This is an optimization exercise on Yosys and OpenROAD, whose aim is a short achievable clock period and few clock cycles per item, not a production implementation. Function was checked by simulation only, so behaviour that the tests miss may differ from the original. Power figures rest on the tool's default switching activity, not on a simulated workload.

## flow/design.v (module list and top-level ports; edited modules follow where they fit)
// module issue_unit: 28 lines
// module register_status_file: 50 lines
// module reservation_station: 38 lines
// module add_unit: 7 lines
// module mul_stage1: 1753 lines
// module mul_stage2: 240 lines
// module cdb_arbiter: 28 lines
// module tomasulo_core: 102 lines
module tomasulo_core (
  input  logic                             clk,
  input  logic                             rst,
  input  logic                             instr_req,
  input  logic [tomasulo_pkg::instr_w-1:0] instr,
  input  logic [tomasulo_pkg::reg_w-1:0]   dbg_addr,
  output logic                             instr_ack,
  output logic [tomasulo_pkg::data_w-1:0]  dbg_data,
  output logic                             dbg_busy,
  output logic                             wb_valid,
  output logic [tomasulo_pkg::reg_w-1:0]   wb_dest,
  output logic [tomasulo_pkg::data_w-1:0]  wb_data
);
  // ...
==> flow/run.sh <==
#!/bin/bash
# synth_recipe.tcl (not shown) runs the flow's synth.tcl, then flattens the netlist and writes it again
# the make line also repeats each setting of config.mk as NAME=value (left out here)
make -C /OpenROAD-flow-scripts/flow DESIGN_CONFIG=/design/flow/config.mk WORK_HOME=/design/flow/orfs CLKGATE_MAP_FILE= SYNTH_SCRIPT=/design/flow/synth_recipe.tcl finish
==> flow/config.mk <==
export PLATFORM = sky130hd
export DESIGN_NAME = tomasulo_core
export DESIGN_NICKNAME = tomasulo_core
export VERILOG_FILES = /design/flow/design.v
export SDC_FILE = /design/flow/constraint.sdc
export NUM_CORES = 4
export LEC_CHECK = 0
export CAP_MARGIN = 20
export CORE_MARGIN = 2
export CORE_UTILIZATION = 40
export SLEW_MARGIN = 20
==> flow/constraint.sdc <==
create_clock -name core_clock -period 9.0 [get_ports {clk}]
set_input_delay 1.8000 -clock core_clock [delete_from_list [all_inputs] [get_ports {clk}]]
set_output_delay 1.8000 -clock core_clock [all_outputs]
set_load 0.01 [all_outputs]
==> results.cfg, run 1 <==
[run_status]
status = timing/DRC/antenna clean

[global_route]
antenna_found_initial = 1
grt_pass1_vias = 32600
grt_start_max_net_pins = 100
overflow = 0

[floorplan]
tapCellCount = 1380
die_height_um = 328

[worst_setup_path]
arrival_ns = 4.60
cp-endpoint = dbg_data[9]
start_kind = primary input

[placed_design]
port_buffers = 87
place_inst = 5757
dpl_cell_area_um2 = 44200

[detailed_routing]
drt_first_pass_iters = 6
dr_wl_met3_um = 11800

[clocking]
postCtsSetupRepairBufs = 0
cts_tree = done
cts_max_path_buffers = 3
cts_root_buf = clkbuf_16

[pwr]
p_comb_mw = 1.63
design_power_total_mw = 6.89
power_density_nw_per_um2 = 149
p_clk_mw = 2.55

[yosys]
postSynthAreaPerCell_um2 = 9.30
synthArstFlopShare_pct = 0
synth_xor_area_share_pct = 2.80
synth-adder-area-share_pct = 22.9
synth_flop_cell = edfxtp_1
ys_seq_area_share_pct = 32.2
ys_seq_elements = 529

[layout]
clock_area_share_pct = 4.36
inv_count = 491
largest_register_ffs = 224
fin_nets = 4974
buffer_area_share_pct = 3.32
multi_input_area_share_pct = 55.3
seq_share_pct = 29.3

[timing]
rsz0062_at_grt = false
maxSlewHeadroom_pct = 20.6
finalSetupViolCount = 0
finClkSkew_ns = 0.0209

[hold_path]
worstHoldStart = regfile_inst.regs[5][20]
Testbench counts, summed over its fixed seeds: cycles 8,011, instrs 4,000.
==> run 2, diff against run 1 <==
--- a/flow/config.mk
+++ b/flow/config.mk
@@ -6,6 +6,8 @@
 export NUM_CORES = 4
 export LEC_CHECK = 0
+export ABC_CLOCK_PERIOD_IN_PS = 4000
 export CAP_MARGIN = 20
 export CORE_MARGIN = 2
 export CORE_UTILIZATION = 40
+export SETUP_SLACK_MARGIN = 4.0
 export SLEW_MARGIN = 20
==> results.cfg, run 2 <==
[clocking]
cts.clk_slew.worst_paths_ns = 0.06
cts.sinks = 529
cts_max_level = 2
cts_max_path_buffers = 3
cts_made_buffers = 59
insertion_delay_ns = 0.67
cts_tree = done
cts_root_buf = clkbuf_16

[hold_path]
hold_path_class = flip-flop to flip-flop

[placed_design]
dp_slack_ns = 2.70
port_buffers = 87
hpwlAfterDp_um = 94300
gp_congestion = 0.893

[detailed_routing]
vias = 33600
drc = 0
vias_per_cell = 5.71
post_drt_wl_per_cell_um = 23.7
drt_iter0_drc = 3808
drt_first_pass_iters = 6
antenna_left = 0
wirelength_um = 139000

[timing]
setup_ws_ns = 3.91
tightestPinTransition_ns = 1.21
fin_crit_ns = 5.09
clock.fmax_mhz = 197
rsz0062_at_grt = true
finalSetupViolCount = 0
finClkSkew_ns = 0.0471
post-route-period-util_pct = 56.5
fin_tns_setup_ns = 0
maxSlewHeadroom_pct = 17.6
hold_viol_final = 0
slew_violations = 0

[yosys]
ys_types = 80
synth_area_leaders = edfxtp_1 (21%), fa_1 (20%), dfxtp_1 (11%)
yosysMostFrequentCell = nand2_1
ys_seq_area_share_pct = 32.2
synth_nets = 5047
synthArstFlopShare_pct = 0
ys.warnings.count = 8
synth_top_cell_by_area = edfxtp_1
postSynthAreaPerCell_um2 = 9.30
synth_top_area_share_pct = 21.0
ys_top_cells_by_count = nand2_1 (644), nor2_1 (557), inv_1 (490)
syn_area_um2 = 42000
ys_seq_elements = 529
synth_enable_flop_cells = 293
syn_inst = 4511
synth_flop_cell = edfxtp_1

[pwr]
power_leakage_nw = 18.5
power_density_nw_per_um2 = 144
ir_worst_vdd_v = 0.000147

[run_status]
status = timing/DRC/antenna clean

[global_route]
grt_usage_pct = 25.7
grt_use_met2_pct = 40.8
met1_usage_pct = 34.9
antenna_found_initial = 1
overflow = 0
grt_pass1_wl_um = 210000
grt_pass1_vias = 33000
grt_start_max_net_pins = 111
gr-usage-met3_pct = 5.30
top_usage_layer = met2

[floorplan]
fp.dieW_um = 328
core_um2 = 104000
io_pins = 88
row_count = 118
die-area_um2 = 108000
start_util_pct = 40.4
die_height_um = 328

[worst_setup_path]
arrival_ns = 3.29
crit_path_end_kind = primary output
worstPathRequired_ns = 7.20
crit_type = primary input to primary output
worstPathMaxFanout = 12
start_kind = primary input

[layout]
antenna_cells = 0
top_regs = regfile_inst.regs (224), mul2_q (117), cdb_arbiter_inst.cdb (36)
largest_register = regfile_inst.regs
largest_register_ffs = 224
multiInputGateArea_um2 = 25700
drive_gt1_share_pct = 11.0
final_common_cell = nand2_1
seq_area_um2 = 13500
syn_to_final_growth_pct = 11.2
layout_common_cells = nand2_1 (644), nor2_1 (550), inv_1 (490), fa_1 (414), a21oi_1 (358)
fin_nets = 5000
num-fill-cells = 9903

[flow_run]
drv_cap = 0
## run 2: changes by cell type in the layout (fill, tap and decap cells not counted), sizes merged, moves of 2 or more
cell	before	now
dlygate4sd2	0	20
clkdlybuf4s50	77	45
clkinvlp	5	3
clkinv	23	30
buf	100	124
bufbuf	0	6
bufinv	9	2
clkbuf	71	73
clkdlybuf4s15	0	4
inv	490	494
## run 2: metrics by stage
step                std cells  hold slack, ns  area (µm²)  utilization (%)  power (mW)
floorplan                4511           0.450       42000                -        3.81
global placement         5758           0.464       44200             42.6        4.36
detailed placement       5758           0.464       44200             42.6        4.39
CTS                      5883           0.472       46500             44.8        6.74
global route             5892           0.497       46600             44.9        7.04
finish                   5892           0.477       46600             44.9        6.72
## run 2: kinds of logic (layout without fill, tap and decap cells)
family	after synthesis	after routing	synth area share, %
AO/OA/AOI/OAI	804	804	11.8
flip-flops	529	529	32.2
XOR/XNOR	134	134	2.80
AND/OR/NAND/NOR	1402	1402	13.6
adder cells (fa/ha/maj)	518	518	22.9
multiplexers	323	323	9.35
buffers and inverters	801	802	7.30
## run 2: final cells by class
type	instances	share of cell area [%]
multi-input combinational	3181	55.2
clock buffer	71	3.28
clock inverter	38	0.620
tap	1380	3.70
inverter	491	3.95
sequential	529	29.0
timing repair buffer	202	4.28
## run 2: final timing paths
kind	from	end	slack (ns)	cells after the start
setup / recovery	dbg_addr[0]	dbg_data[4]	3.91	6
hold / removal	regfile_inst.regs[6][31]	regfile_inst.regs[6][31]	0.48	2
setup reg to reg	mul_rs_inst.b_fwd	mul2_q[109]	4.15	10
hold reg to reg	regfile_inst.regs[6][31]	regfile_inst.regs[6][31]	0.48	2
## run 2: repair_timing
item,4_1_cts,5_1_grt
endpoints found under the setup margin,35,19
hold buffers,0,0
gates resized for setup,113,15
gates cloned,8,0
pin swaps,3,1
setup buffers,8,9
## run 2: power by group
part	internal (mW)	switching, mW	total, mW	leakage, nW
combinational	0.637	1.03	1.67	13.0
clock	1.27	1.06	2.33	0.889
sequential	2.68	0.0383	2.71	4.57
## run 2: layer usage
metal / up-vias / wire (µm)
met4: 0 / 5100
met5: - / 0
met1: 16800 / 56700
met3: 312 / 13900
met2: 1677 / 63700
li1: 14900 / -
## run 2: critical path, stage by stage
cell and delay (ns):
buf_16 0.15, buf_16 0.17, mux2_2 0.34, a22o_1 0.18
a221o_1 0.37, clkdlybuf4s15_2 0.25
==> run 3, diff against run 2 <==
--- a/flow/config.mk
+++ b/flow/config.mk
@@ -10,4 +10,4 @@
 export CORE_MARGIN = 2
 export CORE_UTILIZATION = 40
-export SETUP_SLACK_MARGIN = 4.0
+export SETUP_SLACK_MARGIN = 5.0
 export SLEW_MARGIN = 20
==> results.cfg, run 3 <==
[layout]
syn_to_final_growth_pct = 16.8
layout_common_cells = nand2_1 (639), nor2_1 (547), inv_1 (479), fa_1 (412), a21oi_1 (341)
fin_area_um2 = 49000
largest_register_ffs = 224
final_common_cell = nand2_1
fin_nets = 5113
utilization_pct = 47.2
largest_register = regfile_inst.regs
fin_cells = 6008
drive_gt1_share_pct = 16.0
top_regs = regfile_inst.regs (224), mul2_q (117), cdb_arbiter_inst.cdb (36)
num-fill-cells = 9671
antenna_cells = 0

[placed_design]
dp_slack_ns = 2.73
dpl_cell_area_um2 = 44500
hpwlAfterDp_um = 94100
port_buffers = 87
gp_congestion = 0.918
place_inst = 5757

[yosys]
ys_seq_elements = 529
synth-adder-area-share_pct = 22.9
synthArstFlopShare_pct = 0
synth_nets = 5047
synth_top_family_by_area = adder cells
postSynthAreaPerCell_um2 = 9.30
synth_top_cell_by_area = edfxtp_1
ys_types = 80
synth_area_leaders = edfxtp_1 (21%), fa_1 (20%), dfxtp_1 (11%)
synth_flop_cell = edfxtp_1
synth_enable_flop_cells = 293
synth_xor_area_share_pct = 2.80
synthMuxAreaShare_pct = 9.35
synth_top_area_share_pct = 21.0
syn_inst = 4511
yosysMostFrequentCell = nand2_1
ys.warnings.count = 8
synth_compound_area_share_pct = 11.8
synth-simple-area-share_pct = 13.6
syn_area_um2 = 42000
ys_seq_area_share_pct = 32.2
ys_top_cells_by_count = nand2_1 (644), nor2_1 (557), inv_1 (490)

[pwr]
pwr-share-seq_pct = 38.0
ir_worst_vdd_v = 0.000158
design_power_total_mw = 7.12
power.switching_mw = 2.24
clockPowerShare_pct = 35.6
power_leakage_nw = 19.5
power_density_nw_per_um2 = 145
switching_share_pct = 31.4
internal_power_mw = 4.88
p_comb_share_pct = 26.4

[worst_setup_path]
crit_path_end_kind = primary output
worstPathMaxFanout = 4
r2r_end = cdb_arbiter_inst.cdb[31]
arrival_ns = 3.17
start_kind = primary input
cp-endpoint = dbg_data[7]
worstPathRequired_ns = 7.20
r2r_cells = 16
crit_type = primary input to primary output
reg2reg_slack_ns = 4.70
regToRegStartpoint = mul2_q[70]
crit_start = dbg_addr[0]

[detailed_routing]
drc = 0
post_drt_wl_per_cell_um = 24.1
wirelength_um = 145000
drt_iter0_drc = 3885
vias = 34600
drt_first_pass_iters = 8
vias_per_cell = 5.76
antenna_left = 0

[floorplan]
core_um2 = 104000
io_pins = 88
start_util_pct = 40.4
fp.dieW_um = 328
row_count = 118
die_height_um = 328
die-area_um2 = 108000

[timing]
setup_ws_ns = 4.03
hold_viol_final = 0
fin_tns_setup_ns = 0
rsz0062_at_grt = true
clock.fmax_mhz = 201
fin_crit_ns = 4.97
finalSetupViolCount = 0
tightestPinTransition_ns = 1.08
hold_slack_ns = 0.486
maxSlewHeadroom_pct = 28.2
post-route-period-util_pct = 55.2
slew_violations = 0
finClkSkew_ns = 0.0446

[clocking]
cts.sinks = 529
cts_max_level = 2
cts_made_buffers = 59
cts_root_buf = clkbuf_16
cts_tree = done
cts_max_path_buffers = 3
insertion_delay_ns = 0.68
cts.clk_slew.worst_paths_ns = 0.06

[run_status]
status = timing/DRC/antenna clean

[global_route]
grt_usage_pct = 26.8
overflow = 0
antenna_found_initial = 2
grt_pass1_vias = 34100
grt_start_max_net_pins = 95
grt_pass1_wl_um = 218000

[flow_run]
drv_cap = 0

[hold_path]
hold_path_class = flip-flop to flip-flop
run 3: cell counts after synthesis:
No cell type changed its count.
run 3: cells by family (layout without fill, tap and decap cells):
group           Yosys count  count (layout)
flops                   529             529
simple gates           1402            1402
mux                     323             323
xor+xnor                134             134
compound gates          804             804
fa+ha+maj               518             518
buf+inv                 801             918
run 3: routing by layer:
layer	share of wire [%]	track usage (%)
met1	41	36.8
met2	44	41.0
met3	10	5.21
met4	4.6	11.9
met5	0.0090	0
run 3: area by class of cell:
| class | instances | area (µm²) | area share, % |
|---|---|---|---|
| Clock buffer | 75 | 1620 | 3.30 |
| Clock inverter | 37 | 387 | 0.789 |
| Sequential cell | 529 | 13500 | 27.6 |
| Tap cell | 1380 | 1730 | 3.52 |
| Multi-Input combinational cell | 3181 | 26600 | 54.3 |
| Timing Repair Buffer | 315 | 3300 | 6.73 |
| Inverter | 491 | 1850 | 3.77 |
run 3: repair_timing:
action,4_1_cts,5_1_grt
gates resized for setup,261,91
hold buffers,0,0
setup endpoints to repair,171,111
setup buffers,95,26
pin swaps,48,33
gates cloned,16,2
run 3: how the worst min path moves through the flow:
stage / start / end / cells past startpoint
after floorplan: regfile_inst.regs[5][20] / regfile_inst.regs[5][20] / 2
after global routing: regfile_inst.regs[6][15] / regfile_inst.regs[6][15] / 2
after CTS: regfile_inst.regs[7][15] / regfile_inst.regs[7][15] / 2
final: regfile_inst.regs[5][6] / regfile_inst.regs[5][6] / 2
after global placement: regfile_inst.regs[6][10] / regfile_inst.regs[6][10] / 2
after detailed placement: regfile_inst.regs[7][15] / regfile_inst.regs[7][15] / 2
run 3: critical path: stages:
cell and delay, ns:
buf_16 0.14, nor2b_4 0.15, buf_12 0.12, buf_8 0.12, buf_6 0.11, a22o_1 0.20
a221o_1 0.36, buf_2 0.16
run 3: power groups by stage:
stage	clock, mW	sequential [mW]	combinational [mW]
global route	2.67	2.70	2.08
detailed placement	0	2.77	1.62
CTS	2.58	2.70	1.81
floorplan	0	2.75	1.08
global placement	0	2.77	1.59
finish	2.53	2.70	1.88
==> run 4, diff against run 3 <==
--- a/flow/config.mk
+++ b/flow/config.mk
@@ -9,5 +9,6 @@
 export CAP_MARGIN = 20
 export CORE_MARGIN = 2
-export CORE_UTILIZATION = 40
+export CORE_UTILIZATION = 55
+export PLACE_DENSITY = 0.7
 export SETUP_SLACK_MARGIN = 5.0
 export SLEW_MARGIN = 20
==> results.cfg, run 4 <==
[yosys]
ys_seq_area_share_pct = 32.2
yosysMostFrequentCell = nand2_1
syn_inst = 4511
synth_top_cell_by_area = edfxtp_1
postSynthAreaPerCell_um2 = 9.30
synth_flop_cell = edfxtp_1
ys_types = 80
syn_area_um2 = 42000
synth_nets = 5047
ys_seq_elements = 529
ys_top_cells_by_count = nand2_1 (644), nor2_1 (557), inv_1 (490)
synth_enable_flop_cells = 293
synthArstFlopShare_pct = 0
synth_top_area_share_pct = 21.0
ys.warnings.count = 8
synth_area_leaders = edfxtp_1 (21%), fa_1 (20%), dfxtp_1 (11%)

[worst_setup_path]
crit_path_end_kind = primary output
slowest_stage = a221o_1
worstPathMaxFanout = 8
path_cells = buf_16, buf_12, buf_8, buf_16, mux2i_1, o21ai_1, a221o_1, buf_2
cp_slowest_stage_delay_ns = 0.38
path_buf_inv = 5
crit_type = primary input to primary output
worstPathRequired_ns = 7.20
arrival_ns = 3.18
path_common_cell = buf_16
critical_path.top_delay_family = buffers and inverters
start_kind = primary input

[clocking]
cts.sinks = 529
cts_max_level = 2
cts_root_buf = clkbuf_16
cts.clk_slew.worst_paths_ns = 0.07
cts_made_buffers = 60
cts_max_path_buffers = 3
insertion_delay_ns = 0.70
cts_tree = done

[detailed_routing]
drc = 0
post_drt_wl_per_cell_um = 26.2
vias = 35600
drt_first_pass_iters = 6
antenna_left = 0
wirelength_um = 147000
vias_per_cell = 6.34
drt_iter0_drc = 4465

[timing]
hold_slack_ns = 0.484
post-route-period-util_pct = 55.3
rsz0062_at_grt = true
fin_tns_setup_ns = 0
fin_crit_ns = 4.98
maxSlewHeadroom_pct = 27.8
setup_ws_ns = 4.02
hold_viol_final = 0
clock.fmax_mhz = 201
finClkSkew_ns = 0.0603
finalSetupViolCount = 0
tightestPinTransition_ns = 1.08
slew_violations = 0

[layout]
layout_common_cells = nand2_1 (641), nor2_1 (548), inv_1 (466), fa_1 (411), a21oi_1 (340)
fin_nets = 5130
top_regs = regfile_inst.regs (224), mul2_q (117), cdb_arbiter_inst.cdb (36)
num-fill-cells = 5871
largest_register_ffs = 224
drive_gt1_share_pct = 16.6
final_common_cell = nand2_1
syn_to_final_growth_pct = 16.4
largest_register = regfile_inst.regs
fin_cells = 5623

[pwr]
ir_worst_vdd_v = 0.000209
power_density_nw_per_um2 = 149
power_leakage_nw = 19.7

[floorplan]
io_pins = 88
die_height_um = 280
row_count = 101
die-area_um2 = 78500
fp.dieW_um = 280
start_util_pct = 55.4
core_um2 = 75700

[run_status]
status = timing/DRC/antenna clean

[placed_design]
gp_congestion = 1.01
place_inst = 5352
port_buffers = 87
dp_slack_ns = 2.88
hpwlAfterDp_um = 94600

[global_route]
grt_start_max_net_pins = 94
overflow = 0
antenna_found_initial = 6
grt_usage_pct = 37.4
grt_pass1_vias = 35000
grt_pass1_wl_um = 218000

[hold_path]
hold_path_class = flip-flop to flip-flop

[flow_run]
drv_cap = 0
[run 4: cell counts after synthesis]
Identical to the previous run, type by type.
[run 4: cells by family after synthesis]
family | Yosys count | share of synthesized area [%]
AO/OA/AOI/OAI | 804 | 11.8
XOR/XNOR | 134 | 2.80
adder cells (fa/ha/maj) | 518 | 22.9
buffers and inverters | 801 | 7.30
flip-flops | 529 | 32.2
multiplexers | 323 | 9.35
AND/OR/NAND/NOR | 1402 | 13.6
[run 4: repair_timing]
| action | 4_1_cts | 5_1_grt |
|---|---|---|
| gates resized for setup | 267 | 90 |
| buffers inserted | 103 | 37 |
| endpoints found under the setup margin | 213 | 120 |
| cloned | 17 | 1 |
| pin swaps | 59 | 43 |
| hold buffers | 0 | 0 |
[run 4: path summary, 6_finish.rpt]
kind,slack [ns],to,depth (start not counted),startpoint
worst min-delay path,0.48,regfile_inst.regs[2][19],2,regfile_inst.regs[2][19]
worst min register to register,0.48,regfile_inst.regs[2][19],2,regfile_inst.regs[2][19]
worst max register to register,4.89,cdb_arbiter_inst.cdb[30],16,mul2_q[69]
worst max-delay path,4.02,dbg_data[25],8,dbg_addr[0]
[run 4: cell type report]
type	count	area (µm²)	area share, %
antenna	1	2.50	0.00512
tap	978	1220	2.50
clock buffer	71	1620	3.31
inverter	491	1850	3.78
timing repair buffer	329	3510	7.19
sequential	529	13500	27.7
multi-input combinational	3183	26600	54.4
clock inverter	41	539	1.10
[run 4: metrics by stage]
stage,total power [mW],area (µm²),utilization [%]
final,7.28,48900,64.5
after global placement,4.34,44000,58.1
after floorplan,3.83,42600,-
after CTS,7.17,48100,63.5
after detailed placement,4.38,44000,58.1
after global routing,7.55,48900,64.5
[run 4: layer usage]
metal	track usage, %	vias up	wire, µm
li1	-	15100	-
met1	48.1	17300	53300
met2	57.8	2475	65100
met3	8.49	719	17900
met4	23.0	10	10900
met5	0	-	64
[run 4: worst reg2reg max path: stages (launching register included)]
cell and delay (ns):
edfxtp_1 0.40, fa_1 0.50, fa_1 0.49, inv_1 0.06
fa_1 0.50, inv_2 0.06, ha_4 0.22, a21o_1 0.19
a41o_1 0.24, a21oi_2 0.15, o21ai_2 0.09, o2111ai_2 0.18
o21ai_2 0.11, buf_4 0.16, o22ai_4 0.21, xor2_4 0.24
mux2i_1 0.10
[run 4: report_power, final]
group          internal [mW]  switching [mW]  total (mW)
logic                  0.755            1.12        1.88
registers               2.68          0.0278        2.70
clock network           1.56            1.14        2.70
==> run 5, diff against run 4 <==
--- a/flow/config.mk
+++ b/flow/config.mk
@@ -9,6 +9,6 @@
 export CAP_MARGIN = 20
 export CORE_MARGIN = 2
-export CORE_UTILIZATION = 55
-export PLACE_DENSITY = 0.7
+export CORE_UTILIZATION = 70
+export PLACE_DENSITY = 0.8
 export SETUP_SLACK_MARGIN = 5.0
 export SLEW_MARGIN = 20
==> results.cfg, run 5 <==
[run_status]
status = timing/DRC/antenna clean

[pwr]
pwr-share-seq_pct = 39.0
power_leakage_nw = 19.3
internal_power_mw = 4.70
switching_share_pct = 32.3
power.switching_mw = 2.24
p_comb_share_pct = 27.2
clockPowerShare_pct = 33.7
power_density_nw_per_um2 = 145
ir_worst_vdd_v = 0.000218

[yosys]
postSynthAreaPerCell_um2 = 9.30
syn_inst = 4511
synth_flop_cell = edfxtp_1
yosysMostFrequentCell = nand2_1
synth_nets = 5047
synthArstFlopShare_pct = 0
ys_seq_area_share_pct = 32.2
ys_seq_elements = 529
synth_top_cell_by_area = edfxtp_1
ys.warnings.count = 8
syn_area_um2 = 42000
synth_enable_flop_cells = 293
ys_types = 80
synth_top_area_share_pct = 21.0
ys_top_cells_by_count = nand2_1 (644), nor2_1 (557), inv_1 (490)
synth_area_leaders = edfxtp_1 (21%), fa_1 (20%), dfxtp_1 (11%)

[clocking]
insertion_delay_ns = 0.67
cts_made_buffers = 56
cts_max_path_buffers = 3
cts_tree = done
cts.clk_slew.worst_paths_ns = 0.06
cts.sinks = 529
cts_root_buf = clkbuf_16
cts_max_level = 2
holdBufCountCts = 0

[detailed_routing]
drc = 0
vias = 36600
drt_first_pass_iters = 9
drt_iter0_drc = 5333
wirelength_um = 147000
vias_per_cell = 6.80
antenna_left = 0
post_drt_wl_per_cell_um = 27.3

[timing]
slew_violations = 0
hold_viol_final = 0
rsz0062_at_grt = true
fin_tns_setup_ns = 0
finClkSkew_ns = 0.0305
tightestPinTransition_ns = 1.17
maxSlewHeadroom_pct = 21.5
fin_crit_ns = 4.87
clock.fmax_mhz = 205
finalSetupViolCount = 0
post-route-period-util_pct = 54.1

[floorplan]
core_um2 = 59100
row_count = 89
die-area_um2 = 61900
die_height_um = 249
io_pins = 88
start_util_pct = 71.0
fp.dieW_um = 249

[layout]
largest_register = regfile_inst.regs
syn_to_final_growth_pct = 13.8
drive_gt1_share_pct = 15.7
layout_common_cells = nand2_1 (639), nor2_1 (546), inv_1 (470), fa_1 (412), a21oi_1 (340)
final_common_cell = nand2_1
fin_nets = 5093
largest_register_ffs = 224
top_regs = regfile_inst.regs (224), mul2_q (117), cdb_arbiter_inst.cdb (36)
fin_area_um2 = 47800

[global_route]
grt_start_max_net_pins = 145
grt_pass1_vias = 35800
grt_pass1_wl_um = 216000
antenna_found_initial = 4
overflow = 0
grt_usage_pct = 46.2

[flow_run]
drv_cap = 0

[placed_design]
dpl_cell_area_um2 = 43800
gp_congestion = 1.01
port_buffers = 87
hpwlAfterDp_um = 91500

[worst_setup_path]
worstPathMaxFanout = 5
slowest_stage = a221o_1
crit_path_end_kind = primary output
cp_slowest_stage_delay_ns = 0.30
start_kind = primary input
crit_type = primary input to primary output
arrival_ns = 3.07
path_cells = buf_16, buf_16, nor2b_4, buf_6, buf_6, a22oi_2, nor2_1, a221o_1, buf_2
worstPathRequired_ns = 7.20

[hold_path]
hold_path_class = flip-flop to flip-flop
==> run 5: worst paths after layout <==
kind,from,to,slack (ns),depth (start not counted)
setup / recovery,dbg_addr[0],dbg_data[21],4.13,9
hold / removal,regfile_inst.regs[6][26],regfile_inst.regs[6][26],0.48,2
setup reg to reg,mul2_q[69],cdb_arbiter_inst.cdb[31],4.58,16
hold reg to reg,regfile_inst.regs[6][26],regfile_inst.regs[6][26],0.48,2
==> run 5: per-layer routing <==
layer  part of all wire, %  global-route usage, %
met5                 0.017                      0
met4                   8.9                   32.5
met3                    15                   13.5
met2                    44                   71.2
met1                    32                   56.4
==> run 5: area by class of cell <==
| class | count | area (µm²) |
|---|---|---|
| Sequential cell | 529 | 13500 |
| Antenna cell | 2 | 5.00 |
| Tap cell | 773 | 967 |
| Multi-Input combinational cell | 3183 | 26600 |
| Fill cell | 3620 | 11400 |
| Clock buffer | 73 | 1520 |
| Clock inverter | 31 | 279 |
| Inverter | 491 | 1840 |
| Timing Repair Buffer | 296 | 3040 |
==> run 5: cells by family after synthesis <==
group | Yosys count | synth area share, %
mux | 323 | 9.35
buf+inv | 801 | 7.30
compound gates | 804 | 11.8
fa+ha+maj | 518 | 22.9
simple gates | 1402 | 13.6
xor+xnor | 134 | 2.80
flops | 529 | 32.2
==> run 5: critical path: cells and delay by family <==
family	cells	cell delay, ns
simple gates	2	0.12
buf+inv	5	0.69
compound gates	2	0.46
==> run 5: what timing repair did <==
action,CTS,global route
setup endpoints to repair,167,151
pin swaps,70,30
gates resized for setup,259,86
buffers inserted,73,34
gates cloned,13,3
==> run 5: per-stage QoR <==
step / utilization (%) / setup WS [ns] / hold slack, ns / total power, mW / std cells
2_1_floorplan: - / 4.03 / 0.450 / 3.83 / 4511
3_3_place_gp: 74.0 / 2.85 / 0.464 / 4.28 / 5148
3_5_place_dp: 74.0 / 2.83 / 0.471 / 4.35 / 5149
4_1_cts: 79.6 / 4.18 / 0.480 / 6.76 / 5339
5_1_grt: 80.8 / 4.11 / 0.502 / 7.18 / 5376
6_report: 80.8 / 4.13 / 0.485 / 6.95 / 5378
==> run 5: power by group through the flow <==
| stage | Combinational (mW) | Clock (mW) | Sequential [mW] |
|---|---|---|---|
| after CTS | 1.72 | 2.32 | 2.71 |
| after detailed placement | 1.58 | 0 | 2.77 |
| after global placement | 1.52 | 0 | 2.76 |
| after floorplan | 1.08 | 0 | 2.75 |
| after global routing | 2.05 | 2.42 | 2.71 |
| final | 1.89 | 2.34 | 2.71 |
==> module register_status_file, before the edit <==
module register_status_file (
  input  logic                              clk,
  input  logic                              rst,
  input  tomasulo_pkg::cdb_t                cdb,
  input  logic [tomasulo_pkg::num_regs-1:0] busy_next,
  input  tomasulo_pkg::reg_idx_t            rd_a_addr,
  input  tomasulo_pkg::reg_idx_t            rd_b_addr,
  input  tomasulo_pkg::reg_idx_t            dbg_addr,
  output tomasulo_pkg::data_t               rd_a_val,
  output tomasulo_pkg::data_t               rd_b_val,
  output tomasulo_pkg::data_t               dbg_data,
  output logic                              dbg_busy
);
  tomasulo_pkg::data_t               regs [tomasulo_pkg::num_regs];
  logic [tomasulo_pkg::num_regs-1:0] busy;
  function automatic logic [tomasulo_pkg::data_w-1:0] read_val(input logic [tomasulo_pkg::reg_w-1:0] addr);
    logic [tomasulo_pkg::data_w-1:0] val;
    if (addr == '0) begin
      val = '0;
    end else if (cdb.valid && (cdb.dest == addr)) begin
      val = cdb.data;
    end else begin
      val = regs[addr];
    end
    read_val = val;
  endfunction
  always_comb begin
    rd_a_val = read_val(rd_a_addr);
    rd_b_val = read_val(rd_b_addr);
  end
  assign regs[0] = '0;
  for (genvar r = 1; r < tomasulo_pkg::num_regs; r++) begin : g_reg
    always_ff @(posedge clk) begin
      if (rst) begin
        regs[r] <= tomasulo_pkg::data_t'(r);
      end else if (cdb.valid && (cdb.dest == tomasulo_pkg::reg_idx_t'(r))) begin
        regs[r] <= cdb.data;
      end
    end
  end
  always_ff @(posedge clk) begin
    if (rst) begin
      busy <= '0;
    end else begin
      busy <= busy_next;
    end
  end
  assign dbg_data = regs[dbg_addr];
  assign dbg_busy = busy[dbg_addr];
endmodule
==> run 6, diff against run 5 <==
--- a/flow/design.v
+++ b/flow/design.v
@@ -98,6 +98,15 @@
     end
   end
-  assign dbg_data = regs[dbg_addr];
-  assign dbg_busy = busy[dbg_addr];
+  logic [tomasulo_pkg::num_regs-1:0] dbg_sel;
+  always_comb begin
+    dbg_data = '0;
+    dbg_busy = 1'b0;
+    for (int r = 1; r < tomasulo_pkg::num_regs; r++) begin
+      dbg_sel[r] = (dbg_addr == tomasulo_pkg::reg_idx_t'(r));
+      dbg_data   = dbg_data | ({tomasulo_pkg::data_w{dbg_sel[r]}} & regs[r]);
+      dbg_busy   = dbg_busy | (dbg_sel[r] & busy[r]);
+    end
+    dbg_sel[0] = 1'b0;
+  end
 endmodule
 `timescale 1ns/10ps
--- a/flow/config.mk
+++ b/flow/config.mk
@@ -9,6 +9,5 @@
 export CAP_MARGIN = 20
 export CORE_MARGIN = 2
-export CORE_UTILIZATION = 70
-export PLACE_DENSITY = 0.8
+export CORE_UTILIZATION = 40
 export SETUP_SLACK_MARGIN = 5.0
 export SLEW_MARGIN = 20
==> results.cfg, run 6 <==
[detailed_routing]
wirelength_um = 153000
drt_iter0_drc = 4262
vias_per_cell = 5.84
antenna_left = 0
post_drt_wl_per_cell_um = 25.1
vias = 35600
drt_first_pass_iters = 6
drc = 0

[timing]
post-route-period-util_pct = 56.8
clock.fmax_mhz = 196
rsz0062_at_grt = true
setup_ws_ns = 3.89
tightestPinTransition_ns = 1.23
hold_viol_final = 0
fin_tns_setup_ns = 0
slew_violations = 0
maxSlewHeadroom_pct = 17.4
finClkSkew_ns = 0.0651
fin_crit_ns = 5.11
finalSetupViolCount = 0

[clocking]
cts_max_path_buffers = 3
cts.clk_slew.worst_paths_ns = 0.06
holdBufCountCts = 0
insertion_delay_ns = 0.68
cts.sinks = 529
cts_made_buffers = 60
cts_tree = done
cts_max_level = 2
cts_root_buf = clkbuf_16

[yosys]
synth_top_family_by_area = adder cells
ys_seq_area_share_pct = 32.2
syn_area_um2 = 42000
synth-adder-area-share_pct = 22.8
synth_enable_flop_cells = 293
ys_seq_elements = 529
synthArstFlopShare_pct = 0
synthMuxAreaShare_pct = 9.35
ys.warnings.count = 8
synth_top_area_share_pct = 21.0
synth_xor_area_share_pct = 2.52
synth_top_cell_by_area = edfxtp_1
synth_area_leaders = edfxtp_1 (21%), fa_1 (20%), dfxtp_1 (11%)
synth_flop_cell = edfxtp_1
ys_top_cells_by_count = nand2_1 (664), nor2_1 (567), inv_1 (500)
synth-simple-area-share_pct = 14.0
ys_types = 83
synth_nets = 5073
synth_compound_area_share_pct = 11.8
yosysMostFrequentCell = nand2_1
postSynthAreaPerCell_um2 = 9.26
syn_inst = 4537

[worst_setup_path]
crit_type = primary input to primary output
crit_path_end_kind = primary output
worstPathMaxFanout = 5
worstPathRequired_ns = 7.20
r2r_cells = 13
crit_start = dbg_addr[2]
arrival_ns = 3.31
regToRegStartpoint = mul2_q[66]
start_kind = primary input

[layout]
top_regs = regfile_inst.regs (224), mul2_q (117), cdb_arbiter_inst.cdb (36)
fin_nets = 5208
num-fill-cells = 9562
largest_register = regfile_inst.regs
layout_common_cells = nand2_1 (659), nor2_1 (545), inv_1 (475), fa_1 (406), a21oi_1 (341)
drive_gt1_share_pct = 18.0
final_common_cell = nand2_1
syn_to_final_growth_pct = 19.0
largest_register_ffs = 224

[pwr]
power_density_nw_per_um2 = 140
ir_worst_vdd_v = 0.000166
switching_share_pct = 31.6
internal_power_mw = 4.80
p_comb_share_pct = 26.4
clockPowerShare_pct = 35.1
power.switching_mw = 2.22
pwr-share-seq_pct = 38.5
power_leakage_nw = 19.9

[run_status]
status = timing/DRC/antenna clean

[placed_design]
gp_congestion = 0.939
port_buffers = 87
hpwlAfterDp_um = 101000
dp_slack_ns = 2.61

[floorplan]
start_util_pct = 40.5
row_count = 118
fp.dieW_um = 328
core_um2 = 104000
io_pins = 88
die-area_um2 = 108000
die_height_um = 328

[hold_path]
worstHoldStart = regfile_inst.regs[7][23]
hold_path_class = flip-flop to flip-flop
whs_path_depth = 2

[global_route]
grt_pass1_vias = 34600
grt_pass1_wl_um = 226000
antenna_found_initial = 3
overflow = 0
grt_usage_pct = 28.0
grt_start_max_net_pins = 85

[flow_run]
drv_cap = 0
## run 6: cell count changes in the layout (fill, tap and decap cells not counted), sizes merged, moves of 10 or more
cell,before,now
a21o,31,16
mux2i,151,141
nand2,644,664
buf,241,331
nor2,557,567
o21ai,147,123
## run 6: kinds of logic after synthesis
logic type / after synthesis
AOI/OAI and AO/OA: 800
buffers and inverters: 810
muxes: 322
xor gates and xnor gates: 121
adders and majority gates: 518
DFF: 529
and+or+nand+nor: 1437
## run 6: worst paths after layout
path / end / slack, ns
worst min register to register: regfile_inst.regs[7][23] / 0.49
worst min-delay path: regfile_inst.regs[7][23] / 0.49
worst max register to register: cdb_arbiter_inst.cdb[29] / 4.90
worst max-delay path: dbg_data[0] / 3.89
## run 6: stage by stage
| stage | power (mW) | utilization, % | cell area [µm²] | cells | hold WS, ns |
|---|---|---|---|---|---|
| global placement | 4.34 | 43.0 | 44700 | 5791 | 0.466 |
| finish | 7.02 | 48.2 | 50000 | 6100 | 0.485 |
| CTS | 6.97 | 47.2 | 49000 | 6051 | 0.483 |
| detailed placement | 4.38 | 43.0 | 44700 | 5791 | 0.474 |
| floorplan | 3.83 | - | 42700 | 4537 | 0.449 |
| global route | 7.32 | 48.2 | 50000 | 6099 | 0.500 |
## run 6: layout make-up
| type | count | area (µm²) | share of cell area [%] |
|---|---|---|---|
| Clock buffer | 69 | 1540 | 3.07 |
| Multi-Input combinational cell | 3198 | 26900 | 53.8 |
| Sequential cell | 529 | 13500 | 27.1 |
| Inverter | 502 | 1890 | 3.78 |
| Antenna cell | 1 | 2.50 | 0.00501 |
| Clock inverter | 40 | 388 | 0.776 |
| Tap cell | 1380 | 1730 | 3.45 |
| Timing Repair Buffer | 381 | 4040 | 8.09 |
## run 6: per-layer routing
metal	vias up	GRT usage, %	routed length (µm)
met4	2	12.3	7370
met2	2057	43.9	69300
met5	-	0	8
met3	451	5.37	15600
met1	17700	37.8	60800
li1	15400	-	-
## run 6: repair_timing
action / CTS / global route
buffers inserted: 134 / 44
setup endpoints to repair: 201 / 102
gates cloned: 17 / 4
pin swaps: 55 / 52
resized for setup: 344 / 129
## run 6: critical path, stage by stage
cell,delay (ns)
buf_16,0.13
buf_16,0.14
buf_8,0.11
mux2i_1,0.15
o21ai_1,0.10
a222oi_1,0.59
inv_1,0.10
buf_2,0.17
## run 6: power groups by stage
stage               sequential (mW)  clock, mW  combinational (mW)
floorplan                      2.75          0                1.09
global placement               2.77          0                1.58
detailed placement             2.77          0                1.61
CTS                            2.70       2.48                1.79
global route                   2.71       2.57                2.04
finish                         2.70       2.46                1.86
Testbench counts of run 6, summed over its fixed seeds: cycles 8,011, instrs 4,000.
==> module reservation_station, before the edit <==
module reservation_station (
  input  logic                   clk,
  input  logic                   rst,
  input  tomasulo_pkg::cdb_t     cdb,
  input  logic                   iss_valid,
  input  tomasulo_pkg::reg_idx_t iss_dest,
  input  tomasulo_pkg::data_t    iss_a_val,
  input  logic                   iss_a_fwd,
  input  tomasulo_pkg::data_t    iss_b_val,
  input  logic                   iss_b_fwd,
  output logic                   ex_valid,
  output tomasulo_pkg::reg_idx_t ex_dest,
  output tomasulo_pkg::data_t    ex_a,
  output tomasulo_pkg::data_t    ex_b
);
  tomasulo_pkg::data_t a_q;
  tomasulo_pkg::data_t b_q;
  logic                a_fwd;
  logic                b_fwd;
  always_ff @(posedge clk) begin
    if (rst) begin
      ex_valid <= 1'b0;
    end else begin
      ex_valid <= iss_valid;
    end
  end
  always_ff @(posedge clk) begin
    if (iss_valid) begin
      ex_dest <= iss_dest;
      a_q     <= iss_a_val;
      b_q     <= iss_b_val;
      a_fwd   <= iss_a_fwd;
      b_fwd   <= iss_b_fwd;
    end
  end
  assign ex_a = a_fwd ? cdb.data : a_q;
  assign ex_b = b_fwd ? cdb.data : b_q;
endmodule
==> module tomasulo_core, before the edit <==
module tomasulo_core (
  input  logic                             clk,
  input  logic                             rst,
  input  logic                             instr_req,
  input  logic [tomasulo_pkg::instr_w-1:0] instr,
  input  logic [tomasulo_pkg::reg_w-1:0]   dbg_addr,
  output logic                             instr_ack,
  output logic [tomasulo_pkg::data_w-1:0]  dbg_data,
  output logic                             dbg_busy,
  output logic                             wb_valid,
  output logic [tomasulo_pkg::reg_w-1:0]   wb_dest,
  output logic [tomasulo_pkg::data_w-1:0]  wb_data
);
  localparam int nr = tomasulo_pkg::num_regs;
  localparam int mul_w = 117;   
  tomasulo_pkg::reg_idx_t dest_addr;
  tomasulo_pkg::reg_idx_t rd_a_addr;
  tomasulo_pkg::reg_idx_t rd_b_addr;
  logic                   add_issue;
  logic                   mul_issue;
  tomasulo_pkg::data_t    rd_a_val;
  tomasulo_pkg::data_t    rd_b_val;
  logic                   a_fwd;
  logic                   b_fwd;
  tomasulo_pkg::cdb_t     cdb;
  logic [nr-1:0]          busy_next;
  logic                   add_valid;
  tomasulo_pkg::reg_idx_t add_dest;
  tomasulo_pkg::data_t    add_a;
  tomasulo_pkg::data_t    add_b;
  tomasulo_pkg::data_t    add_res;
  logic                   mul1_valid;
  tomasulo_pkg::reg_idx_t mul1_dest;
  tomasulo_pkg::data_t    mul1_a;
  tomasulo_pkg::data_t    mul1_b;
  logic [mul_w-1:0] mul1_q;
  logic [mul_w-1:0] mul2_q;
  logic                   mul2_valid;
  tomasulo_pkg::reg_idx_t mul2_dest;
  tomasulo_pkg::data_t    mul_res;
  issue_unit issue_unit_inst (
    .clk(clk), .rst(rst),
    .instr_req(instr_req), .instr(instr), .instr_ack(instr_ack),
    .dest_addr(dest_addr), .rd_a_addr(rd_a_addr), .rd_b_addr(rd_b_addr),
    .add_issue(add_issue), .mul_issue(mul_issue)
  );
  register_status_file regfile_inst (
    .clk(clk), .rst(rst), .cdb(cdb), .busy_next(busy_next),
    .rd_a_addr(rd_a_addr), .rd_b_addr(rd_b_addr), .dbg_addr(dbg_addr),
    .rd_a_val(rd_a_val), .rd_b_val(rd_b_val),
    .dbg_data(dbg_data), .dbg_busy(dbg_busy)
  );
  assign a_fwd = mul2_valid && (mul2_dest == rd_a_addr) && (rd_a_addr != '0);
  assign b_fwd = mul2_valid && (mul2_dest == rd_b_addr) && (rd_b_addr != '0);
  reservation_station add_rs_inst (
    .clk(clk), .rst(rst), .cdb(cdb),
    .iss_valid(add_issue), .iss_dest(dest_addr),
    .iss_a_val(rd_a_val), .iss_a_fwd(a_fwd),
    .iss_b_val(rd_b_val), .iss_b_fwd(b_fwd),
    .ex_valid(add_valid), .ex_dest(add_dest), .ex_a(add_a), .ex_b(add_b)
  );
  reservation_station mul_rs_inst (
    .clk(clk), .rst(rst), .cdb(cdb),
    .iss_valid(mul_issue), .iss_dest(dest_addr),
    .iss_a_val(rd_a_val), .iss_a_fwd(a_fwd),
    .iss_b_val(rd_b_val), .iss_b_fwd(b_fwd),
    .ex_valid(mul1_valid), .ex_dest(mul1_dest), .ex_a(mul1_a), .ex_b(mul1_b)
  );
  add_unit add_unit_inst (.a(add_a), .b(add_b), .y(add_res));
  mul_stage1 mul_stage1_inst (.a(mul1_a), .b(mul1_b), .q(mul1_q));
  always_ff @(posedge clk) begin
    if (rst) begin
      mul2_valid <= 1'b0;
    end else begin
      mul2_valid <= mul1_valid;
    end
  end
  always_ff @(posedge clk) begin
    if (mul1_valid) begin
      mul2_dest <= mul1_dest;
      mul2_q    <= mul1_q;
    end
  end
  mul_stage2 mul_stage2_inst (.q(mul2_q), .y(mul_res));
  cdb_arbiter cdb_arbiter_inst (
    .clk(clk), .rst(rst),
    .add_valid(add_valid), .add_dest(add_dest), .add_data(add_res),
    .mul_valid(mul2_valid), .mul_dest(mul2_dest), .mul_data(mul_res),
    .cdb(cdb)
  );
  always_comb begin
    busy_next = '0;
    if (add_issue || mul_issue) busy_next[dest_addr] = 1'b1;
    if (mul1_valid) busy_next[mul1_dest] = 1'b1;
    if (add_valid)  busy_next[add_dest]  = 1'b1;
    if (mul2_valid) busy_next[mul2_dest] = 1'b1;
    busy_next[0] = 1'b0;
  end
  assign wb_valid = cdb.valid;
  assign wb_dest  = cdb.dest;
  assign wb_data  = cdb.data;
endmodule
==> run 7, diff against run 6 <==
--- a/flow/design.v
+++ b/flow/design.v
@@ -114,5 +114,5 @@
   input  logic                   clk,
   input  logic                   rst,
-  input  tomasulo_pkg::cdb_t     cdb,
+  input  tomasulo_pkg::data_t    fwd_val,
   input  logic                   iss_valid,
   input  tomasulo_pkg::reg_idx_t iss_dest,
@@ -126,8 +126,4 @@
   output tomasulo_pkg::data_t    ex_b
 );
-  tomasulo_pkg::data_t a_q;
-  tomasulo_pkg::data_t b_q;
-  logic                a_fwd;
-  logic                b_fwd;
   always_ff @(posedge clk) begin
     if (rst) begin
@@ -140,12 +136,8 @@
     if (iss_valid) begin
       ex_dest <= iss_dest;
-      a_q     <= iss_a_val;
-      b_q     <= iss_b_val;
-      a_fwd   <= iss_a_fwd;
-      b_fwd   <= iss_b_fwd;
+      ex_a    <= iss_a_fwd ? fwd_val : iss_a_val;
+      ex_b    <= iss_b_fwd ? fwd_val : iss_b_val;
     end
   end
-  assign ex_a = a_fwd ? cdb.data : a_q;
-  assign ex_b = b_fwd ? cdb.data : b_q;
 endmodule
 `timescale 1ns/10ps
@@ -2235,5 +2227,5 @@
   assign b_fwd = mul2_valid && (mul2_dest == rd_b_addr) && (rd_b_addr != '0);
   reservation_station add_rs_inst (
-    .clk(clk), .rst(rst), .cdb(cdb),
+    .clk(clk), .rst(rst), .fwd_val(mul_res),
     .iss_valid(add_issue), .iss_dest(dest_addr),
     .iss_a_val(rd_a_val), .iss_a_fwd(a_fwd),
@@ -2242,5 +2234,5 @@
   );
   reservation_station mul_rs_inst (
-    .clk(clk), .rst(rst), .cdb(cdb),
+    .clk(clk), .rst(rst), .fwd_val(mul_res),
     .iss_valid(mul_issue), .iss_dest(dest_addr),
     .iss_a_val(rd_a_val), .iss_a_fwd(a_fwd),
--- a/flow/config.mk
+++ b/flow/config.mk
@@ -9,5 +9,6 @@
 export CAP_MARGIN = 20
 export CORE_MARGIN = 2
-export CORE_UTILIZATION = 40
+export CORE_UTILIZATION = 70
+export PLACE_DENSITY = 0.8
 export SETUP_SLACK_MARGIN = 5.0
 export SLEW_MARGIN = 20
==> results.cfg, run 7 <==
[timing]
finalSetupViolCount = 0
maxSlewHeadroom_pct = 14.8
hold_viol_final = 0
tightestPinTransition_ns = 1.28
rsz0062_at_grt = true
fin_tns_setup_ns = 0
finClkSkew_ns = 0.0339
slew_violations = 0
clock.fmax_mhz = 196
post-route-period-util_pct = 56.7
fin_crit_ns = 5.10

[clocking]
cts_made_buffers = 57
cts.sinks = 525
holdBufCountCts = 0
cts_max_level = 2
cts_root_buf = clkbuf_16
cts_max_path_buffers = 3
insertion_delay_ns = 0.66
cts.clk_slew.worst_paths_ns = 0.06
cts_tree = done

[pwr]
internal_power_mw = 4.49
switching_share_pct = 28.8
clockPowerShare_pct = 38.0
p_comb_share_pct = 20.0
ir_worst_vdd_v = 0.000154
power_leakage_nw = 18.6
pwr-share-seq_pct = 42.0
power_density_nw_per_um2 = 135
power.switching_mw = 1.82

[hold_path]
hold_path_class = flip-flop to flip-flop

[worst_setup_path]
slowest_stage = a222oi_1
path_buf_inv = 7
path_common_cell = buf_12
worstPathMaxFanout = 5
crit_path_end_kind = primary output
path_cells = buf_16, buf_12, buf_12, nor2b_4, buf_6, buf_12, nand2_4, o21ai_2, a222oi_1, inv_1, buf_2
cp_slowest_stage_delay_ns = 0.52
worstPathRequired_ns = 7.20
crit_type = primary input to primary output
start_kind = primary input
arrival_ns = 3.30
critical_path.top_delay_family = buffers and inverters

[yosys]
postSynthAreaPerCell_um2 = 9.34
synth_flop_cell = edfxtp_1
yosysMostFrequentCell = nand2_1
synth_area_leaders = edfxtp_1 (21%), fa_1 (20%), dfxtp_1 (11%)
ys_types = 84
synth_enable_flop_cells = 289
ys.warnings.count = 8
ys_seq_elements = 525
synth_top_cell_by_area = edfxtp_1
ys_top_cells_by_count = nand2_1 (705), inv_1 (481), a21oi_1 (430)
synth_nets = 4986
syn_area_um2 = 41600
synthArstFlopShare_pct = 0
ys_seq_area_share_pct = 32.2
synth_top_area_share_pct = 20.9
syn_inst = 4450

[placed_design]
gp_congestion = 0.979
hpwlAfterDp_um = 84900
port_buffers = 87
dpl_cell_area_um2 = 42900

[global_route]
grt_usage_pct = 44.7
grt_pass1_vias = 34900
antenna_found_initial = 4
overflow = 0
grt_pass1_wl_um = 206000
grt_start_max_net_pins = 94

[detailed_routing]
drt_iter0_drc = 5120
drt_first_pass_iters = 7
post_drt_wl_per_cell_um = 26.0
antenna_left = 0
drc = 0
vias = 35000
vias_per_cell = 6.67
wirelength_um = 137000

[floorplan]
die-area_um2 = 61300
start_util_pct = 70.6
io_pins = 88
die_height_um = 248
fp.dieW_um = 248
row_count = 89
core_um2 = 58900

[layout]
fin_nets = 4968
largest_register_ffs = 224
layout_common_cells = nand2_1 (699), inv_1 (461), a21oi_1 (413), fa_1 (413), and2_1 (395)
top_regs = regfile_inst.regs (224), mul2_q (117), cdb_arbiter_inst.cdb (36)
syn_to_final_growth_pct = 12.2
num-fill-cells = 3759
fin_area_um2 = 46600
final_common_cell = nand2_1
drive_gt1_share_pct = 12.0
utilization_pct = 79.2
largest_register = regfile_inst.regs

[run_status]
status = timing/DRC/antenna clean

[flow_run]
drv_cap = 0
==> run 7: cell types whose count changed in the layout (fill, tap and decap cells not counted), sizes merged, moves of 41 or more <==
| cell | previous run | this run |
|---|---|---|
| mux2 | 139 | 53 |
| a21oi | 374 | 432 |
| nor2 | 567 | 160 |
| nand2 | 664 | 705 |
| buf | 331 | 189 |
| mux2i | 141 | 97 |
| and2 | 2 | 396 |
==> run 7: final timing paths <==
path / start / to / slack [ns] / cells past startpoint
setup / recovery: dbg_addr[2] / dbg_data[0] / 3.90 / 11
hold / removal: regfile_inst.regs[2][23] / regfile_inst.regs[2][23] / 0.48 / 2
setup reg to reg: mul2_q[70] / cdb_arbiter_inst.cdb[28] / 4.63 / 15
hold reg to reg: regfile_inst.regs[2][23] / regfile_inst.regs[2][23] / 0.48 / 2
==> run 7: per-layer routing <==
metal	share of wire, %	up-vias	global-route usage (%)
met2	45	2895	69.5
li1	-	14700	-
met3	13	774	10.4
met5	0.036	-	0
met1	34	16700	56.9
met4	7.8	6	28.1
==> run 7: what timing repair did <==
item | in CTS | in global routing
pin swaps | 49 | 55
buffers inserted | 70 | 13
endpoints found under the setup margin | 122 | 145
gates cloned | 13 | 0
gates resized for setup | 247 | 98
==> run 7: area by class of cell <==
cell class	count	area, µm²	share of cell area [%]
clock buffers	81	1600	3.43
diodes	3	7.51	0.0161
repair buffers	238	2590	5.55
well taps	773	967	2.07
clock inverters	20	265	0.569
inverters	485	1820	3.91
multi-input cells	3125	26000	55.7
flip-flops and latches	525	13400	28.7
==> run 7: power by group through the flow <==
stage | logic [mW] | registers, mW | clock network, mW
finish | 1.26 | 2.65 | 2.40
global route | 1.35 | 2.65 | 2.50
CTS | 1.16 | 2.65 | 2.40
detailed placement | 1.01 | 2.70 | 0
global placement | 0.979 | 2.70 | 0
floorplan | 0.707 | 2.67 | 0
==> run 7: worst reg2reg max path: stages, from the launching register on <==
cell and delay (ns):
edfxtp_1 0.41, fa_1 0.54, fa_1 0.52, inv_1 0.05, fa_1 0.48, inv_2 0.05
ha_4 0.26, nand3b_1 0.19, buf_4 0.16, o21ai_2 0.05, a21o_1 0.17, a21oi_2 0.22
o211ai_1 0.26, a21oi_2 0.31, xnor2_4 0.14, mux2_4 0.30
==> run 7: through the flow <==
step / total power, mW / instances / hold slack (ns) / setup WS [ns]
global route: 6.50 / 5248 / 0.498 / 3.90
CTS: 6.20 / 5232 / 0.477 / 3.97
floorplan: 3.38 / 4450 / 0.449 / 4.10
detailed placement: 3.71 / 5048 / 0.469 / 2.89
finish: 6.31 / 5250 / 0.482 / 3.90
global placement: 3.68 / 5048 / 0.459 / 2.95
==> run 7: logic make-up after synthesis <==
family	Yosys count	synth area share, %
fa+ha+maj	518	23.1
xor+xnor	133	2.80
compound gates	849	12.4
flops	525	32.2
buf+inv	800	7.29
mux	188	5.83
simple gates	1437	16.4
Testbench counts of run 7, summed over its fixed seeds: cycles 8,011, instrs 4,000.
==> run 8, diff against run 7 <==
--- a/flow/design.v
+++ b/flow/design.v
@@ -98,16 +98,56 @@
     end
   end
-  logic [tomasulo_pkg::num_regs-1:0] dbg_sel;
+  logic [tomasulo_pkg::num_regs-1:1] dbg_sel;
+  dbg_decode dbg_decode_inst (.addr(dbg_addr), .sel(dbg_sel));
+  for (genvar k = 0; k < tomasulo_pkg::data_w; k++) begin : g_dbg
+    logic [3:0] n;
+    dbg_aoi22 aoi12 (.a1(dbg_sel[1]), .a2(regs[1][k]), .b1(dbg_sel[2]), .b2(regs[2][k]), .y(n[0]));
+    dbg_aoi22 aoi34 (.a1(dbg_sel[3]), .a2(regs[3][k]), .b1(dbg_sel[4]), .b2(regs[4][k]), .y(n[1]));
+    dbg_aoi22 aoi56 (.a1(dbg_sel[5]), .a2(regs[5][k]), .b1(dbg_sel[6]), .b2(regs[6][k]), .y(n[2]));
+    dbg_nand2 nand7 (.a(dbg_sel[7]), .b(regs[7][k]), .y(n[3]));
+    dbg_nand4 nand_out (.a(n[0]), .b(n[1]), .c(n[2]), .d(n[3]), .y(dbg_data[k]));
+  end
   always_comb begin
-    dbg_data = '0;
     dbg_busy = 1'b0;
     for (int r = 1; r < tomasulo_pkg::num_regs; r++) begin
-      dbg_sel[r] = (dbg_addr == tomasulo_pkg::reg_idx_t'(r));
-      dbg_data   = dbg_data | ({tomasulo_pkg::data_w{dbg_sel[r]}} & regs[r]);
-      dbg_busy   = dbg_busy | (dbg_sel[r] & busy[r]);
+      dbg_busy = dbg_busy | (dbg_sel[r] & busy[r]);
     end
-    dbg_sel[0] = 1'b0;
   end
 endmodule
+module dbg_decode (
+  input  tomasulo_pkg::reg_idx_t            addr,
+  output logic [tomasulo_pkg::num_regs-1:1] sel
+);
+  always_comb begin
+    for (int r = 1; r < tomasulo_pkg::num_regs; r++) begin
+      sel[r] = (addr == tomasulo_pkg::reg_idx_t'(r));
+    end
+  end
+endmodule
+module dbg_aoi22 (
+  input  logic a1,
+  input  logic a2,
+  input  logic b1,
+  input  logic b2,
+  output logic y
+);
+  assign y = !((a1 && a2) || (b1 && b2));
+endmodule
+module dbg_nand2 (
+  input  logic a,
+  input  logic b,
+  output logic y
+);
+  assign y = !(a && b);
+endmodule
+module dbg_nand4 (
+  input  logic a,
+  input  logic b,
+  input  logic c,
+  input  logic d,
+  output logic y
+);
+  assign y = !(a && b && c && d);
+endmodule
 `timescale 1ns/10ps
 module reservation_station (
--- a/flow/config.mk
+++ b/flow/config.mk
@@ -13,2 +13,4 @@
 export SETUP_SLACK_MARGIN = 5.0
 export SLEW_MARGIN = 20
+export SYNTH_HIERARCHICAL = 1
+export SYNTH_MINIMUM_KEEP_SIZE = 0
==> results.cfg, run 8 <==
[detailed_routing]
vias_per_cell = 6.63
dr_wl_met3_um = 17000
wirelength_um = 135000
antenna_left = 0
drt_iter0_drc = 4508
drc = 0
vias = 35100
dr.max_layer_used = met5
drt_first_pass_iters = 7
dr_wl_met2_um = 61400
post_drt_wl_per_cell_um = 25.5
met1Wirelength_um = 47100

[clocking]
cts_made_buffers = 56
cts_max_path_buffers = 3
insertion_delay_ns = 0.65
holdBufCountCts = 0
cts.sinks = 525
cts_tree = done
cts_root_buf = clkbuf_16
cts.clk_slew.worst_paths_ns = 0.06
cts_max_level = 2

[layout]
largest_register = regfile_inst.regs
largest_register_ffs = 224
fin_area_um2 = 47900
final_common_cell = nand2_1
top_regs = regfile_inst.regs (224), mul2_q (117), cdb_arbiter_inst.cdb (36)
layout_common_cells = nand2_1 (818), inv_1 (433), fa_1 (412), a21oi_1 (372), edfxtp_1 (289)
syn_to_final_growth_pct = 7.06
fin_nets = 4942
drive_gt1_share_pct = 15.8

[global_route]
grt_start_max_net_pins = 102
grt_pass1_vias = 34800
grt_usage_pct = 40.5
antenna_found_initial = 2
overflow = 0
grt_pass1_wl_um = 205000

[yosys]
ys.warnings.count = 16
synth_nets = 5077
syn_inst = 4537
postSynthAreaPerCell_um2 = 9.86
syn_area_um2 = 44700

[timing]
fin_tns_setup_ns = 0
maxSlewHeadroom_pct = 20.5
clock.fmax_mhz = 203
post-route-period-util_pct = 54.7
finalSetupViolCount = 0
tightestPinTransition_ns = 1.19
slew_violations = 0
fin_crit_ns = 4.93
hold_slack_ns = 0.490
finClkSkew_ns = 0.0306
hold_viol_final = 0
setup_ws_ns = 4.07
rsz0062_at_grt = true

[pwr]
power_density_nw_per_um2 = 134
power_leakage_nw = 18.8
p_comb_share_pct = 19.9
power.switching_mw = 1.82
clockPowerShare_pct = 38.7
internal_power_mw = 4.58
ir_worst_vdd_v = 0.000169
switching_share_pct = 28.5
pwr-share-seq_pct = 41.4

[floorplan]
die_height_um = 257
core_um2 = 63100
die-area_um2 = 66000
io_pins = 88
row_count = 92
fp.dieW_um = 257
start_util_pct = 70.9

[hold_path]
hold_path_class = flip-flop to flip-flop

[placed_design]
port_buffers = 87
dp_slack_ns = 2.63
gp_congestion = 0.941
dpl_cell_area_um2 = 44500
hpwlAfterDp_um = 85100

[worst_setup_path]
crit_path_end_kind = primary output
arrival_ns = 3.13
start_kind = primary input
worstPathRequired_ns = 7.20
worstPathMaxFanout = 8
crit_type = primary input to primary output

[run_status]
status = timing/DRC/antenna clean

[flow_run]
drv_cap = 0
==> run 8: power groups by stage <==
stage                     registers, mW  logic [mW]  clock network [mW]
after global routing               2.65        1.37                2.57
after detailed placement           2.70        1.06                   0
final                              2.65        1.28                2.48
after CTS                          2.65        1.17                2.48
after floorplan                    2.67       0.947                   0
after global placement             2.70        1.03                   0
==> run 8: layout make-up <==
cell class,count,area [µm²]
clock inverter,30,375
timing repair buffer,230,2320
antenna,2,5.00
clock buffer,73,1570
inverter,446,1670
fill,4322,15200
tap,846,1060
multi-input combinational,3143,27500
sequential,525,13400
==> run 8: routing by layer <==
metal | global-route usage, % | vias up
li1 | - | 14700
met2 | 63.6 | 2635
met4 | 24.4 | 4
met5 | 0 | -
met1 | 51.2 | 17000
met3 | 9.58 | 718
==> run 8: per-stage QoR <==
step | total power [mW] | instances | utilization (%)
2_1_floorplan | 3.62 | 4537 | -
3_3_place_gp | 3.72 | 5100 | 70.5
3_5_place_dp | 3.76 | 5100 | 70.5
4_1_cts | 6.29 | 5255 | 75.0
5_1_grt | 6.59 | 5293 | 75.9
6_report | 6.40 | 5295 | 75.9
==> run 8: worst max-delay path, cell delays in order <==
cell and delay [ns]:
buf_16 0.11, nor3b_4 0.15, buf_6 0.14, buf_12 0.15, buf_12 0.15, a22oi_2 0.19
nand4_1 0.21, buf_2 0.20
==> run 8: path summary, 6_finish.rpt <==
path                       startpoint                  endpoint  slack, ns  cells past startpoint
max                       dbg_addr[2]               dbg_data[1]       4.07                      8
min          regfile_inst.regs[7][25]  regfile_inst.regs[7][25]       0.49                      2
max reg2reg               mul2_q[104]      mul_rs_inst.ex_b[31]       4.97                     11
min reg2reg  regfile_inst.regs[7][25]  regfile_inst.regs[7][25]       0.49                      2
==> run 8: timing repair <==
item	4_1_cts	5_1_grt
buffers inserted	39	34
cloned	13	2
endpoints found under the setup margin	155	94
pin swaps	83	71
gates resized for setup	257	62
Testbench counts of run 8, summed over its fixed seeds: cycles 8,011, instrs 4,000.

static timing again, ports no longer ideal:
The results above use ideal ports. As a check the final layouts listed here were re-extracted and re-timed, cells and wires unchanged. Step 1 sets driving cells, clkbuf_16 on the clock port and buf_2 on the other inputs (assumed; they add their load-dependent delay and slew). Step 2 times the ports against the registers' clock, not the clock port: input delays grow and output delays shrink by t, the midpoint of the rising clock arrivals with the driver on. Slacks: no drivers / after step 1 / after step 2; pairs: no drivers / after step 1.
| run | shift t [ns] | setup slack, ns | clock arrival spread, ns | slew at the worst register clock pin (ns) |
|---|---|---|---|---|
| run 1 | 0.714 | 2.597 / 2.569 / 2.569 | 0.021 / 0.022 | 0.07 / 0.07 |
| run 2 | 0.712 | 3.913 / 3.770 / 3.770 | 0.048 / 0.048 | 0.07 / 0.07 |
| run 3 | 0.722 | 4.031 / 3.741 / 3.741 | 0.044 / 0.044 | 0.07 / 0.07 |
| run 4 | 0.734 | 4.021 / 3.931 / 3.931 | 0.063 / 0.062 | 0.07 / 0.07 |
| run 5 | 0.724 | 4.128 / 3.868 / 3.868 | 0.030 / 0.031 | 0.07 / 0.07 |
| run 6 | 0.724 | 3.887 / 3.583 / 3.583 | 0.069 / 0.069 | 0.07 / 0.07 |
| run 7 | 0.705 | 3.900 / 3.569 / 3.569 | 0.034 / 0.034 | 0.07 / 0.07 |
| run 8 | 0.702 | 4.073 / 3.976 / 3.976 | 0.031 / 0.031 | 0.07 / 0.07 |
After both steps setup and hold are still met in every run listed. The setup slack of run 7, which loses most, moves by -0.331 ns with the drivers and by -0.331 ns with both steps.
